Background: an optimization exercise with open tools, aiming at small area and a short achievable clock period. Do not read the settings as production practice.
Only simulation tests tie the RTL to the original design; equivalence was not proved.

Design rv_core, start of the top module:
module rv_core #(
  parameter logic [31:0] RESET_PC = '0,
  parameter int          NUM_REGS = 32
) (
  input  logic        clk,
  input  logic        rst,
  input  logic [31:0] i_insn,
  output logic [31:0] o_pc,
  output logic        o_halt,
  output logic        o_wb_en,
  output logic [4:0]  o_wb_rd,
  output logic [31:0] o_wb_data
);
==> module rf_dec, before the edit <==
module rf_dec (
  input  logic [4:0]  i_addr,
  input  logic [31:1] i_valid,
  output logic [31:1] o_sel
);
  logic [4:0]  addr_n;
  logic [3:0]  lo;
  logic [7:0]  hi_n;
  logic [31:1] sel_n;
  for (genvar k = 0; k < 5; k++)
  begin : g_lit
    rf_inv u_inv (.a (i_addr[k]), .y (addr_n[k]));
  end
  for (genvar k = 0; k < 4; k++)
  begin : g_lo
    rf_nor2 u_nor (
      .a (k[1] ? addr_n[1] : i_addr[1]),
      .b (k[0] ? addr_n[0] : i_addr[0]),
      .y (lo[k])
    );
  end
  for (genvar k = 0; k < 8; k++)
  begin : g_hi
    rf_nand3 u_nand (
      .a (k[2] ? i_addr[4] : addr_n[4]),
      .b (k[1] ? i_addr[3] : addr_n[3]),
      .c (k[0] ? i_addr[2] : addr_n[2]),
      .y (hi_n[k])
    );
  end
  for (genvar i = 1; i < 32; i++)
  begin : g_sel
    rf_nand3b u_nand (.a_n (hi_n[i / 4]), .b (lo[i % 4]), .c (i_valid[i]), .y (sel_n[i]));
    rf_inv    u_inv  (.a (sel_n[i]), .y (o_sel[i]));
  end
endmodule
==> module rf_inv, before the edit <==
module rf_inv (
  input  logic a,
  output logic y
);
  assign y = ~a;
endmodule
==> module rf_nand3b, before the edit <==
module rf_nand3b (
  input  logic a_n, b, c,
  output logic y
);
  assign y = ~(~a_n & b & c);
endmodule
export LEC_CHECK = 0
export CAP_MARGIN = 20
export CORE_MARGIN = 2
export CORE_UTILIZATION = 45
export CTS_BUF_LIST = sky130_fd_sc_hd__clkbuf_8
export SETUP_SLACK_MARGIN = 2.5
export SLEW_MARGIN = 20
export SYNTH_HIERARCHICAL = 1
create_clock -name core_clock -period 11.0 [get_ports {clk}]
standard.sh (not shown) runs the stock make flow with config.mk's settings and CLKGATE_MAP_FILE= SYNTH_SCRIPT=/design/flow/synth_recipe.tcl, a recipe that flattens the netlist after the stock synthesis.
==> flow/flow/run.sh <==
#!/bin/bash
# The standard layout, with two changes: the port buffers are buf_4 cells
# (instead of the delay-buffer cell buffer_ports picks by default), and
# repair may swap a cell for one of another footprint.
set -euo pipefail
bash standard.sh 'BUFFER_PORTS_ARGS=-buffer_cell sky130_fd_sc_hd__buf_4' MATCH_CELL_FOOTPRINT=0 finish > standard.log 2>&1
The starting point produced a clean layout.
==> next run, changes <==
--- a/flow/design.v
+++ b/flow/design.v
@@ -167,54 +167,35 @@
 endmodule
 module rf_dec (
   input  logic [4:0]  i_addr,
   input  logic [31:1] i_valid,
   output logic [31:1] o_sel
 );
-  logic [4:0]  addr_n;
-  logic [3:0]  lo;
-  logic [7:0]  hi_n;
-  logic [31:1] sel_n;
-  for (genvar k = 0; k < 5; k++)
-  begin : g_lit
-    rf_inv u_inv (.a (i_addr[k]), .y (addr_n[k]));
-  end
-  for (genvar k = 0; k < 4; k++)
-  begin : g_lo
-    rf_nor2 u_nor (
-      .a (k[1] ? addr_n[1] : i_addr[1]),
-      .b (k[0] ? addr_n[0] : i_addr[0]),
-      .y (lo[k])
-    );
-  end
-  for (genvar k = 0; k < 8; k++)
-  begin : g_hi
-    rf_nand3 u_nand (
-      .a (k[2] ? i_addr[4] : addr_n[4]),
-      .b (k[1] ? i_addr[3] : addr_n[3]),
-      .c (k[0] ? i_addr[2] : addr_n[2]),
-      .y (hi_n[k])
-    );
+  logic [3:0] lo;
+  logic [7:0] hi;
+  always_comb
+  begin
+    for (int k = 0; k < 4; k++)
+    begin
+      lo[k] = i_addr[1:0] == 2'(k);
+    end
+    for (int k = 0; k < 8; k++)
+    begin
+      hi[k] = i_addr[4:2] == 3'(k);
+    end
   end
   for (genvar i = 1; i < 32; i++)
   begin : g_sel
-    rf_nand3b u_nand (.a_n (hi_n[i / 4]), .b (lo[i % 4]), .c (i_valid[i]), .y (sel_n[i]));
-    rf_inv    u_inv  (.a (sel_n[i]), .y (o_sel[i]));
+    rf_and3 u_and (.a (lo[i % 4]), .b (hi[i / 4]), .c (i_valid[i]), .y (o_sel[i]));
   end
 endmodule
-module rf_inv (
-  input  logic a,
-  output logic y
-);
-  assign y = ~a;
-endmodule
-module rf_nand3b (
-  input  logic a_n, b, c,
+module rf_and3 (
+  input  logic a, b, c,
   output logic y
 );
-  assign y = ~(~a_n & b & c);
+  assign y = a & b & c;
 endmodule
 module execute (
   input  logic [31:0] i_a,
   input  logic [31:0] i_a2,
   input  logic [31:0] i_b,
   input  logic [4:0]  i_shamt,
After rerunning:
- count of clock-buffer cells in the layout drops by 6
- register-to-register slack gets better by 0.90 ns
- core utilization went down by 2.0 points
- setup slack improves by 0.035 ns
- final area decreases by 4.6%
- hold slack got worse by 0.014 ns

## re-timing with driven ports
The flow's constraints put no driver on any port. The routed layouts listed below were extracted and timed again, unchanged, in two steps. Step 1: set_driving_cell puts a clkbuf_16 on clk and a buf_2 on each other input, an assumption about the parent block. Step 2 times the ports against the registers' clock, not the clock port: input delays grow and output delays shrink by t, the midpoint of the rising clock arrivals with the driver on. Slacks: ideal ports / drivers / drivers and shift; pairs: ideal ports / drivers.
run	t, ns	slack for setup (ns)	slew at the worst register clock pin (ns)	worst slew at a driven data input, ns	cell pins on the clock port's net
the first run	0.994	2.388 / 2.266 / 2.236	0.09 / 0.09	0.13	1
the second run	0.965	2.423 / 2.395 / 2.395	0.07 / 0.07	0.07	1
After both steps setup and hold are still met in every run listed. The setup slack of the first run, which loses most, moves by -0.122 ns with the drivers and by -0.152 ns with both steps.
